What follows belongs to an exercise in optimizing a design on an open flow for small area, a short achievable clock period and few clock cycles per item; a production flow would make more cautious choices.
Only simulation tests tie the RTL to the original design; equivalence was not proved.
Power and IR drop assume default switching activity. The flow treats the clock pin as an ideal source, which a real chip does not have.

==> 09-04: inputs <==
## sys_matmul_stream
module sys_matmul_stream #(
  parameter int N      = 3,
  parameter int DW     = 8,
  parameter int ACC_W  = 2*DW + $clog2(N),
  parameter int SIGNED = 0
) (
  input  logic             CLK,
  input  logic             rst_n,
  input  logic             vld_in,
  output logic             rdy_in,
  input  logic [DW-1:0]    a,
  input  logic [DW-1:0]    b,
  input  logic             keep,
  output logic             vld_out,
  input  logic             rdy_out,
  output logic [ACC_W-1:0] c,
  output logic             last_out,
  output logic             busy,
  output logic [1:0]       dbg_state
);
Settings: LEC_CHECK=0, ABC_CLOCK_PERIOD_IN_PS=2800, CAP_MARGIN=20, CORE_MARGIN=2, CORE_UTILIZATION=55, CTS_CLUSTER_DIAMETER=100, CTS_CLUSTER_SIZE=30, SLEW_MARGIN=20, SETUP_SLACK_MARGIN=5.4, BUFFER_PORTS_ARGS=-buffer_cell sky130_fd_sc_hd__buf_2, CTS_ARGS=-sink_clustering_enable -repair_clock_nets -sink_clustering_size 30 -sink_clustering_max_diameter 100 -dont_use_dummy_load; clock period 8.0 ns.
standard.sh (not shown) runs the stock make flow with config.mk's settings and CLKGATE_MAP_FILE= SYNTH_SCRIPT=/design/flow/synth_recipe.tcl, a recipe that flattens the netlist after the stock synthesis.
==> flow/flow/run.sh <==
#!/bin/bash
# Layout: the standard ORFS flow (standard.sh) with these changes:
#  * synthesis is the standard flow's script (synth_recipe.tcl: ORFS synthesis without fsm and share,
#    then flatten and rename) with one more option on Yosys's synth calls, -noabc, which
#    skips the generic "abc -fast" pass before ORFS extracts full adders; that pass turns
#    the adder tree's xor/majority logic into inverted forms, so the extracted adders
#    come out with an inverter on most of their outputs. Registers are unchanged.
#  * plain buffers (rather than delay cells) on the ports;
#  * clock tree synthesis without dummy loads.
# The flow's full output is in standard_run.log here; ORFS's per-step logs are under
# orfs/logs/.
set -euo pipefail
sed 's/yosys synth -nofsm -noshare /yosys synth -nofsm -noshare -noabc /' synth_recipe.tcl > synth_noabc.tcl
grep -q -- '-noabc' synth_noabc.tcl
sed 's|SYNTH_SCRIPT=[^ ]*synth_recipe.tcl|SYNTH_SCRIPT='"$PWD"'/synth_noabc.tcl|' standard.sh > standard_noabc.sh
grep -q 'synth_noabc.tcl' standard_noabc.sh
cat >> config.mk <<'CFG'
export SETUP_SLACK_MARGIN = 5.4
export BUFFER_PORTS_ARGS = -buffer_cell sky130_fd_sc_hd__buf_2
export CTS_ARGS = -sink_clustering_enable -repair_clock_nets -sink_clustering_size 30 -sink_clustering_max_diameter 100 -dont_use_dummy_load
CFG
bash standard_noabc.sh > standard_run.log 2>&1
==> inputs of 07-28, as changes to 09-04 <==
--- a/flow/flow/run.sh
+++ b/flow/flow/run.sh
@@ -15,7 +15,7 @@
 sed 's|SYNTH_SCRIPT=[^ ]*synth_recipe.tcl|SYNTH_SCRIPT='"$PWD"'/synth_noabc.tcl|' standard.sh > standard_noabc.sh
 grep -q 'synth_noabc.tcl' standard_noabc.sh
 cat >> config.mk <<'CFG'
-export SETUP_SLACK_MARGIN = 5.4
+export SETUP_SLACK_MARGIN = 5.35
 export BUFFER_PORTS_ARGS = -buffer_cell sky130_fd_sc_hd__buf_2
 export CTS_ARGS = -sink_clustering_enable -repair_clock_nets -sink_clustering_size 30 -sink_clustering_max_diameter 100 -dont_use_dummy_load
 CFG
Settings changed: CORE_UTILIZATION 55 to 85, PLACE_DENSITY set to 0.9, SETUP_SLACK_MARGIN 5.4 to 5.35.
==> results.txt <==
Status: 07-28 complete, no violations; 09-04 complete, no violations
Fraction of cell area in non-clock buffers: 07-28 2.234%; 09-04 2.855%
Fin Clk Skew: 07-28 0.05373 ns; 09-04 0.03458 ns
Worst EP arrival: 07-28 3.54 ns; 09-04 1.02 ns
ClkCell Share: 07-28 2.587%; 09-04 2.558%
Tcrit/Tclk final: 07-28 38.07%; 09-04 32.71%
Worst reg-to-reg setup slack: 07-28 4.95 ns; 09-04 5.47 ns
Int Pwr: 07-28 3521 uW; 09-04 3514 uW
# diodes: 07-28 9; 09-04 0
Min Hold Slack: 07-28 0.3017 ns; 09-04 0.3301 ns
Post-CTS repair timing setup buffer count: 07-28 9; 09-04 12
Nets: 07-28 1751; 09-04 1752
Floorplan die area: 07-28 24540 sq um; 09-04 37540 sq um
Global-route wire length before repair: 07-28 82.33 mm; 09-04 60.71 mm
Reported leakage power: 07-28 0.009324 uW; 09-04 0.009352 uW
Post-route non-filler standard cell count: 07-28 1850; 09-04 1990
Seq. pwr: 07-28 3050 uW; 09-04 3010 uW
Total area of multi-input combinational cells: 07-28 8313 sq um; 09-04 8262 sq um
Met2 usage: 07-28 75.08%; 09-04 31.19%
WS Path Type: 07-28 flop to flop; 09-04 flop to primary output
Testbench counts of 09-04, summed over its fixed seeds: cycles 14,488, items 1,600.
Testbench counts of 07-28, summed over its fixed seeds: cycles 14,488, items 1,600.

========
==> wip/pepper <==
Another version of the RTL of sys_matmul_stream (not shown whole).
Settings: LEC_CHECK=0, ABC_CLOCK_PERIOD_IN_PS=2800, CAP_MARGIN=20, CORE_MARGIN=2, CORE_UTILIZATION=55, CTS_CLUSTER_DIAMETER=100, CTS_CLUSTER_SIZE=30, SLEW_MARGIN=20, SETUP_SLACK_MARGIN=5.3, BUFFER_PORTS_ARGS=-buffer_cell sky130_fd_sc_hd__buf_2, CTS_ARGS=-sink_clustering_enable -repair_clock_nets -sink_clustering_size 30 -sink_clustering_max_diameter 100 -dont_use_dummy_load -balance_levels; clock period 8.0 ns.
==> flow/flow/run.sh <==
#!/bin/bash
# Layout: the standard ORFS flow (standard.sh) with these changes:
#  * synthesis is the standard flow's script (synth_recipe.tcl: ORFS synthesis without fsm and share,
#    then flatten and rename) with one more option on Yosys's synth calls, -noabc, which
#    skips the generic "abc -fast" pass before ORFS extracts full adders; that pass turns
#    the adder tree's xor/majority logic into inverted forms, so the extracted adders
#    come out with an inverter on most of their outputs. Registers are unchanged.
#  * plain buffers (rather than delay cells) on the ports;
#  * clock tree synthesis without dummy loads.
# The flow's full output is in standard_run.log here; ORFS's per-step logs are under
# orfs/logs/.
set -euo pipefail
sed 's/yosys synth -nofsm -noshare /yosys synth -nofsm -noshare -noabc /' synth_recipe.tcl > synth_noabc.tcl
grep -q -- '-noabc' synth_noabc.tcl
sed 's|SYNTH_SCRIPT=[^ ]*synth_recipe.tcl|SYNTH_SCRIPT='"$PWD"'/synth_noabc.tcl|' standard.sh > standard_noabc.sh
grep -q 'synth_noabc.tcl' standard_noabc.sh
cat >> config.mk <<'CFG'
export SETUP_SLACK_MARGIN = 5.3
export BUFFER_PORTS_ARGS = -buffer_cell sky130_fd_sc_hd__buf_2
export CTS_ARGS = -sink_clustering_enable -repair_clock_nets -sink_clustering_size 30 -sink_clustering_max_diameter 100 -dont_use_dummy_load -balance_levels
CFG
bash standard_noabc.sh > standard_run.log 2>&1
==> wip/tundra (differences from wip/pepper) <==
--- a/flow/design.v
+++ b/flow/design.v
@@ -85,13 +85,13 @@
     rdy_calc = |(ph_x & lb_x) &&
                (!cact_x || !cfull_x || |(cp_x & done_b) || (ot_x && !u3 && !u4 && !u5));
   endfunction
   logic [8:0] cp_m;         
   logic       cact_m;
   logic [8:0] ph_h0;        
-  logic       rdy_h1, rdy_h0, vld_o1, vld_o0, blk_o1, blk_o0, clr, busy_b;
+  logic       rdy_h1, rdy_h0, avail, blk, clr, busy_b, load, keep_c;
   logic       cact_h1, cfull_h1;
   logic       ot_h;         
   logic [8:0] cp_h1;
   always_comb begin
     cp_m   = m_fire ? rot1(cp) : cp;
     ot_h   = m_fire || |(cp & rot1(rot2(ph)));
@@ -99,18 +99,16 @@
     cact_h1  = cact_m || lb[6];
     cfull_h1 = lb[6] ? 1'b0 : (cfull || lb[8]);
     cp_h1    = lb[6] ? 9'd1 : cp_m;
     rdy_h1   = rdy_calc(rot1(ph), rot1(lb), cact_h1, cfull_h1, cp_h1, ot_h, U[3], U[4], U[5]);
     ph_h0    = (!have_prev && idle) ? 9'd1 : rot1(ph);
     rdy_h0   = rdy_calc(ph_h0, lb, cact_m, cfull, cp_m, ot_h, U[3], U[4], U[5]);
-    blk_o1 = cact_m && !cfull && ((op[8] && !cp_m[0]) || (op[0] && cp_m[2]));
-    blk_o0 = cact_m && !cfull && ((op[0] && !cp_m[0]) || (op[1] && cp_m[2]));
-    vld_o1 = |(rot1(op) & rotm2(rot1(ph))) && U[0];
-    vld_o0 = |(op & rotm2(rot1(ph))) && U[0];
+    blk    = cact_m && !cfull && ((op[0] && !cp_m[0]) || (op[1] && cp_m[2]));
+    avail  = |(op & rotm2(rot1(ph))) && U[0];
     clr    = hs_in && (lb[6] || lb[8]);
-    busy_b = !lb[0] || cact_m || (|U[8:2]) || U[0] || bv || m_fire || av;
+    busy_b = !lb[0] || cact_m || (|U) || bv || m_fire || av;
   end
   always_comb begin
     hold        = !have_prev && idle && !hs_in;
     ph_n        = hold ? 9'd1 : rot1(ph);
     lb_n        = hs_in ? rot1(lb) : lb;
     lpar_n      = lpar ^ (hs_in && lb[8]);
@@ -126,17 +124,19 @@
       cp_n    = 9'd1;
       cfull_n = 1'b0;
       cpar_n  = lpar;
       ckeep_n = lkeep;
     end
     if (hs_in && lb[8]) cfull_n = 1'b1;
-    op_n   = hs_out ? rot1(op) : op;
-    U_n    = {U[7:2], U[1] && !hs_out, U[0], bv || U[8]};
-    vld_n  = hs_out ? (vld_o1 && (!blk_o1 || clr)) : (vld_o0 && (!blk_o0 || clr));
+    keep_c = !r_nvld && !rdy_out;
+    load   = !keep_c && avail && (!blk || clr);
+    op_n   = load ? rot1(op) : op;
+    U_n    = {U[7:1], U[0] && !load, bv || U[8]};
+    vld_n  = keep_c || load;
     rdy_n  = hs_in ? rdy_h1 : rdy_h0;
-    busy_n = hs_in || busy_b || (U[1] && !hs_out);
+    busy_n = hs_in || busy_b || vld_n;
   end
   always_ff @(posedge CLK) begin
     if (!rst_n) begin
       ph        <= 9'd1;
       lb        <= 9'd1;
       lpar      <= 1'b0;
@@ -179,16 +179,16 @@
       bv        <= av;
       v_q       <= hs_in;
       r_rdy     <= rdy_n;
       r_vld     <= vld_n;
       r_nvld    <= !vld_n;
       r_nrdy    <= !rdy_n;
-      r_last    <= hs_out ? (vld_o1 && (!blk_o1 || clr) && op[7]) : (vld_o0 && (!blk_o0 || clr) && op[8]);
+      r_last    <= keep_c ? r_last : (load && op[8]);
       r_busy    <= busy_n;
       r_dbg0    <= !rdy_n && !vld_n;
-      c_r       <= vld_n ? L1_n : '0;
+      c_r       <= keep_c ? c_r : (load ? L1_n : '0);
     end
   end
   logic wb0, wb1, wb2;      
   assign wb0 = v_q && (ph[1] || ph[2] || ph[3]);
   assign wb1 = v_q && (ph[4] || ph[5] || ph[6]);
   assign wb2 = v_q && (ph[7] || ph[8] || ph[0]);
==> flow/flow/run.sh (replaced) <==
#!/bin/bash
set -euo pipefail
cat >> config.mk <<'CFG'
export SETUP_SLACK_MARGIN = 5.3
export BUFFER_PORTS_ARGS = -buffer_cell sky130_fd_sc_hd__buf_2
export CTS_ARGS = -sink_clustering_enable -repair_clock_nets -sink_clustering_size 30 -sink_clustering_max_diameter 100 -dont_use_dummy_load
CFG
bash standard.sh > standard_run.log 2>&1
Settings changed: CTS_ARGS -sink_clustering_enable -repair_clock_nets -sink_clustering_size 30 -sink_clustering_max_diameter 100 -dont_use_dummy_load -balance_levels to -sink_clustering_enable -repair_clock_nets -sink_clustering_size 30 -sink_clustering_max_diameter 100 -dont_use_dummy_load.
==> wip/quartz (differences from wip/pepper) <==
--- a/flow/flow/run.sh
+++ b/flow/flow/run.sh
@@ -14,9 +14,9 @@
 grep -q -- '-noabc' synth_noabc.tcl
 sed 's|SYNTH_SCRIPT=[^ ]*synth_recipe.tcl|SYNTH_SCRIPT='"$PWD"'/synth_noabc.tcl|' standard.sh > standard_noabc.sh
 grep -q 'synth_noabc.tcl' standard_noabc.sh
 cat >> config.mk <<'CFG'
 export SETUP_SLACK_MARGIN = 5.3
 export BUFFER_PORTS_ARGS = -buffer_cell sky130_fd_sc_hd__buf_2
-export CTS_ARGS = -sink_clustering_enable -repair_clock_nets -sink_clustering_size 30 -sink_clustering_max_diameter 100 -dont_use_dummy_load -balance_levels
+export CTS_ARGS = -sink_clustering_enable -repair_clock_nets -sink_clustering_size 30 -sink_clustering_max_diameter 100 -dont_use_dummy_load
 CFG
 bash standard_noabc.sh > standard_run.log 2>&1
Settings changed: CTS_ARGS -sink_clustering_enable -repair_clock_nets -sink_clustering_size 30 -sink_clustering_max_diameter 100 -dont_use_dummy_load -balance_levels to -sink_clustering_enable -repair_clock_nets -sink_clustering_size 30 -sink_clustering_max_diameter 100 -dont_use_dummy_load.
==> qor summary <==
metric                                                            wip/tundra     wip/quartz     wip/pepper
Combinational Power                                                 0.130 mW       0.133 mW       0.133 mW
Status                                      no timing/DRC/antenna violations  no timing/DRC/antenna violations  no timing/DRC/antenna violations
Placeable core region                                            36500 sq um    35600 sq um    35600 sq um
Horiz. Die Dim                                                   196 microns    194 microns    194 microns
Post-route clock period utilization                                    0.331          0.331          0.331
Post-synthesis sequential area ratio                                   0.563          0.576          0.576
Die height                                                       196 microns    194 microns    194 microns
Largest driver fanout on the critical path                                 2              1              1
Overall via count from detail_route                                    11048          10359          10359
Setup skew after layout                                            0.0276 ns      0.0354 ns      0.0354 ns
Total wire length after detailed routing                       38700 microns  38100 microns  38100 microns
Adder-cell area share of the yosys netlist                             0.188          0.192          0.192
End-of-flow core utilization                                           0.600          0.600          0.600
Net count, final                                                        1932           1750           1750
Worst-case setup slack after placement                               4.36 ns        3.79 ns        3.79 ns
Fraction of area in multi-input gates                                  0.375          0.389          0.389
Layout overhead on the synthesized area                                7.73%          7.36%          7.36%
Grt met1 use                                                           0.305          0.310          0.310
Post-synthesis share of cell area spent on xor and xnor gates        0.00646        0.00705        0.00705
Detailed-routed wire length on met2                            17400 microns  16500 microns  16500 microns
Post_cts resized                                                          14             10             10
FF+latch area                                                    11500 sq um    11500 sq um    11500 sq um
Testbench counts of wip/pepper, summed over its fixed seeds: cycles 14,488, items 1,600.
Testbench counts of wip/tundra, summed over its fixed seeds: cycles 14,488, items 1,600.
Testbench counts of wip/quartz, summed over its fixed seeds: cycles 14,488, items 1,600.

-- what the ideal ports hide --
The results above use ideal ports. As a check the final layouts listed here were re-extracted and re-timed, cells and wires unchanged.
Step 1 (the two cells are an assumption about what drives the block):
set clk [get_ports {CLK}]
set_driving_cell -lib_cell sky130_fd_sc_hd__clkbuf_16 $clk
set_driving_cell -lib_cell sky130_fd_sc_hd__buf_2 [delete_from_list [all_inputs] $clk]
Step 2 moves the port delays by t, midway between the first and last clock arrival at a register: inputs arrive t later, outputs are due t later. That takes back most of the time a late clock gives input paths.
Slacks: no drivers / after step 1 / after step 2; pairs: no drivers / after step 1.
run	shift t [ns]	setup slack, ns	worst setup path at the end	latest minus earliest clock arrival (ns)	cell pins on the clock port's net
09-04	0.605	5.383 / 5.330 / 4.913	input to register	0.037 / 0.036	1
07-28	0.605	4.954 / 4.954 / 4.748	input to register	0.054 / 0.055	1
wip/pepper	0.605	5.351 / 5.294 / 4.867	input to register	0.035 / 0.035	1
wip/tundra	0.607	5.348 / 5.293 / 4.952	input to register	0.030 / 0.031	1
wip/quartz	0.605	5.351 / 5.294 / 4.867	input to register	0.035 / 0.035	1
After both steps every run listed still meets setup and hold.
